From an optimization exercise on the open Yosys and OpenROAD flow, aimed at small area; shortcuts taken in it are not production practice. RTL that was checked went through simulation tests only; none was proved equivalent to the original. Power is estimated from default activity; no workload was simulated.

==> flow/design.v (excerpt) <==
module decode_stage_p #(
    parameter int XLEN  = 32,
    parameter int NREG  = 32,
    parameter int CNT_W = 16
) (
    input  logic             clk,
    input  logic             rst,
    input  logic             in_valid,
    input  logic [31:0]      instr,
    input  logic [XLEN-1:0]  pc_plus4,
    input  logic             wb_we,
    input  logic [4:0]       wb_addr,
    input  logic [XLEN-1:0]  wb_data,
    input  logic             ex_memread,
    input  logic             ex_regwrite,
    input  logic [4:0]       ex_dst,
    input  logic             mem_memread,
    input  logic             mem_regwrite,
    input  logic [4:0]       mem_dst,
    input  logic [XLEN-1:0]  mem_alu,
    output logic             pc_write,
    output logic             ifid_write,
    output logic             ifid_flush,
    output logic             pc_src,
    output logic [XLEN-1:0]  branch_target,
    output logic             illegal_op,
    output logic [CNT_W-1:0] stall_cnt,
    output logic [CNT_W-1:0] flush_cnt,
    output logic             idex_valid,
    output logic [3:0]       idex_ex,
    output logic [2:0]       idex_m,
    output logic [1:0]       idex_wb,
    output logic [4:0]       idex_rs,
    output logic [4:0]       idex_rt,
    output logic [4:0]       idex_rd,
    output logic [XLEN-1:0]  idex_imm,
    output logic [XLEN-1:0]  idex_d1,
    output logic [XLEN-1:0]  idex_d2,
    output logic [XLEN-1:0]  idex_pc4
);
Size in the first run: roughly 1,200 flip-flops, about 370 I/O pins, ~50,000 µm² of cells after synthesis.
==> flow/config.mk <==
export PLATFORM = sky130hd
export DESIGN_NAME = decode_stage_p
export DESIGN_NICKNAME = decode_stage_p
export VERILOG_FILES = /design/flow/design.v
export SDC_FILE = /design/flow/constraint.sdc
export NUM_CORES = 4
export LEC_CHECK = 0
export CAP_MARGIN = 5
export CORE_MARGIN = 2
export CORE_UTILIZATION = 60
export GPL_TIMING_DRIVEN = 1
export SETUP_SLACK_MARGIN = 0.4
export SLEW_MARGIN = 5
export SYNTH_HIERARCHICAL = 1
export SYNTH_MINIMUM_KEEP_SIZE = 0
==> flow/constraint.sdc <==
create_clock -name core_clock -period 8.0 [get_ports {clk}]
set_input_delay 1.6000 -clock core_clock [delete_from_list [all_inputs] [get_ports {clk}]]
set_output_delay 1.6000 -clock core_clock [all_outputs]
set_load 0.01 [all_outputs]
standard.sh (not shown) runs the stock make flow with config.mk's settings and CLKGATE_MAP_FILE= SYNTH_SCRIPT=/design/flow/synth_recipe.tcl, a recipe that flattens the netlist after the stock synthesis.
==> flow/flow/run.sh <==
#!/bin/bash
# Layout flow: the standard flow (standard.sh, unchanged synthesis), with
# three changes to how the layout is made:
# - the input and output port buffers use the smallest buffer cell
#   (sky130_fd_sc_hd__buf_1) instead of the one buffer_ports picks by itself;
#   repair still upsizes any of them that timing or slew needs;
# - timing-driven global placement keeps none of the trial buffering and
#   resizing it does to weight the nets (GPL_KEEP_OVERFLOW=0); the usual
#   repair steps after placement, CTS and global routing still run;
# - clock tree synthesis clusters up to 25 sinks within 100 um per leaf
#   buffer and inserts no dummy loads.
# Each step's full output goes to its own log in this folder; ORFS's per-stage
# logs stay under orfs/logs/.
set -euo pipefail
bash standard.sh synth > synth.log 2>&1
bash standard.sh \
  "BUFFER_PORTS_ARGS=-buffer_cell sky130_fd_sc_hd__buf_1" \
  "GPL_KEEP_OVERFLOW=0" \
  "CTS_ARGS=-sink_clustering_enable -repair_clock_nets -sink_clustering_size 25 -sink_clustering_max_diameter 100 -dont_use_dummy_load" \
  finish > layout.log 2>&1
The baseline ran to the end with no violations.
Then changed:
--- a/flow/design.v
+++ b/flow/design.v
@@ -62,36 +62,30 @@
         else      rvalid <= rvalid | wsel;
     end
     always_ff @(posedge clk)
         for (int i = 1; i < NREG; i++)
             if (wsel[i]) rf[i] <= wb_data;
     logic [XLEN-1:0] rd1, rd2;
     logic [NREG-1:1] ren;
     always_comb
         for (int i = 1; i < NREG; i++) ren[i] = rvalid[i] && !wsel[i];
-    logic [3:0] hi1, hi2;
-    logic [7:0] lo1, lo2;
-    logic       aeq1, aeq2;
-    always_comb begin
-        for (int k = 0; k < 4; k++) begin
-            hi1[k] = (rs[4:3] == k[1:0]);
-            hi2[k] = (rt[4:3] == k[1:0]);
-        end
-        for (int k = 0; k < 8; k++) begin
-            lo1[k] = (rs[2:0] == k[2:0]);
-            lo2[k] = (rt[2:0] == k[2:0]);
-        end
-    end
+    logic aeq1, aeq2;
     assign aeq1 = (wb_addr == rs) && (rs != 5'd0);
     assign aeq2 = (wb_addr == rt) && (rt != 5'd0);
     logic [31:0] sel1 [2];
     logic [31:0] sel2 [2];
     for (genvar q = 0; q < 2; q++) begin : g_sel
+        logic [3:0] hi1, hi2;
+        logic [7:0] lo1, lo2;
+        decode_stage_dec2 u_h1 (.a(rs[4:3]), .y(hi1));
+        decode_stage_dec2 u_h2 (.a(rt[4:3]), .y(hi2));
+        decode_stage_dec3 u_l1 (.a(rs[2:0]), .y(lo1));
+        decode_stage_dec3 u_l2 (.a(rt[2:0]), .y(lo2));
         decode_stage_and2 u_w1 (.a(wb_we), .b(aeq1), .y(sel1[q][0]));
         decode_stage_and2 u_w2 (.a(wb_we), .b(aeq2), .y(sel2[q][0]));
         for (genvar i = 1; i < NREG; i++) begin : g_i
             decode_stage_and3 u_s1 (.a(hi1[i/8]), .b(lo1[i%8]), .c(ren[i]), .y(sel1[q][i]));
             decode_stage_and3 u_s2 (.a(hi2[i/8]), .b(lo2[i%8]), .c(ren[i]), .y(sel2[q][i]));
         end
     end
     logic [XLEN-1:0] rdat [32];
     always_comb begin
@@ -201,9 +195,23 @@
 );
     assign y = a & b;
 endmodule
 module decode_stage_nand11 (
     input  logic [10:0] a,
     output logic        y
 );
     assign y = !(&a);
 endmodule
+module decode_stage_dec2 (
+    input  logic [1:0] a,
+    output logic [3:0] y
+);
+    always_comb
+        for (int k = 0; k < 4; k++) y[k] = (a == k[1:0]);
+endmodule
+module decode_stage_dec3 (
+    input  logic [2:0] a,
+    output logic [7:0] y
+);
+    always_comb
+        for (int k = 0; k < 8; k++) y[k] = (a == k[2:0]);
+endmodule
After rerunning:
- The changed run completed and failed the layout checks on setup timing
- hold slack gets better by 0.0057 ns
- routed wire length came out higher by a few percent
- count of clock-buffer cells in the layout does not change
- fmax shrinks by a few percent
- cell area grows by a few percent
- total power came out higher slightly
- via count goes up by a few percent
Function not checked in the second run of this note: the RTL went through the layout flow alone.

re-timing with driven ports:
The results above use ideal ports. As a check the final layouts listed here were re-extracted and re-timed, cells and wires unchanged.
Step 1 (the two cells are an assumption about what drives the block):
set clk [get_ports {clk}]
set_driving_cell -lib_cell sky130_fd_sc_hd__clkbuf_16 $clk
set_driving_cell -lib_cell sky130_fd_sc_hd__buf_2 [delete_from_list [all_inputs] $clk]
Step 2, shift: input delay + t, output delay - t, t = (earliest + latest rising clock arrival at the registers) / 2. This alone moves slack from input paths to output paths.
Slacks: ideal / step 1 / step 2; pairs: ideal / step 1.
run | t (ns) | setup slack, ns | clock arrival spread, ns | worst data-port slew with drivers (ns)
the first run | 0.731 | 0.158 / 0.136 / 0.136 | 0.037 / 0.036 | 0.13
the second run | 0.736 | -0.043 / -0.067 / -0.067 | 0.058 / 0.058 | 0.15
For the second run, which loses most, drivers alone change the setup slack by -0.024 ns; drivers and shift together by -0.024 ns.
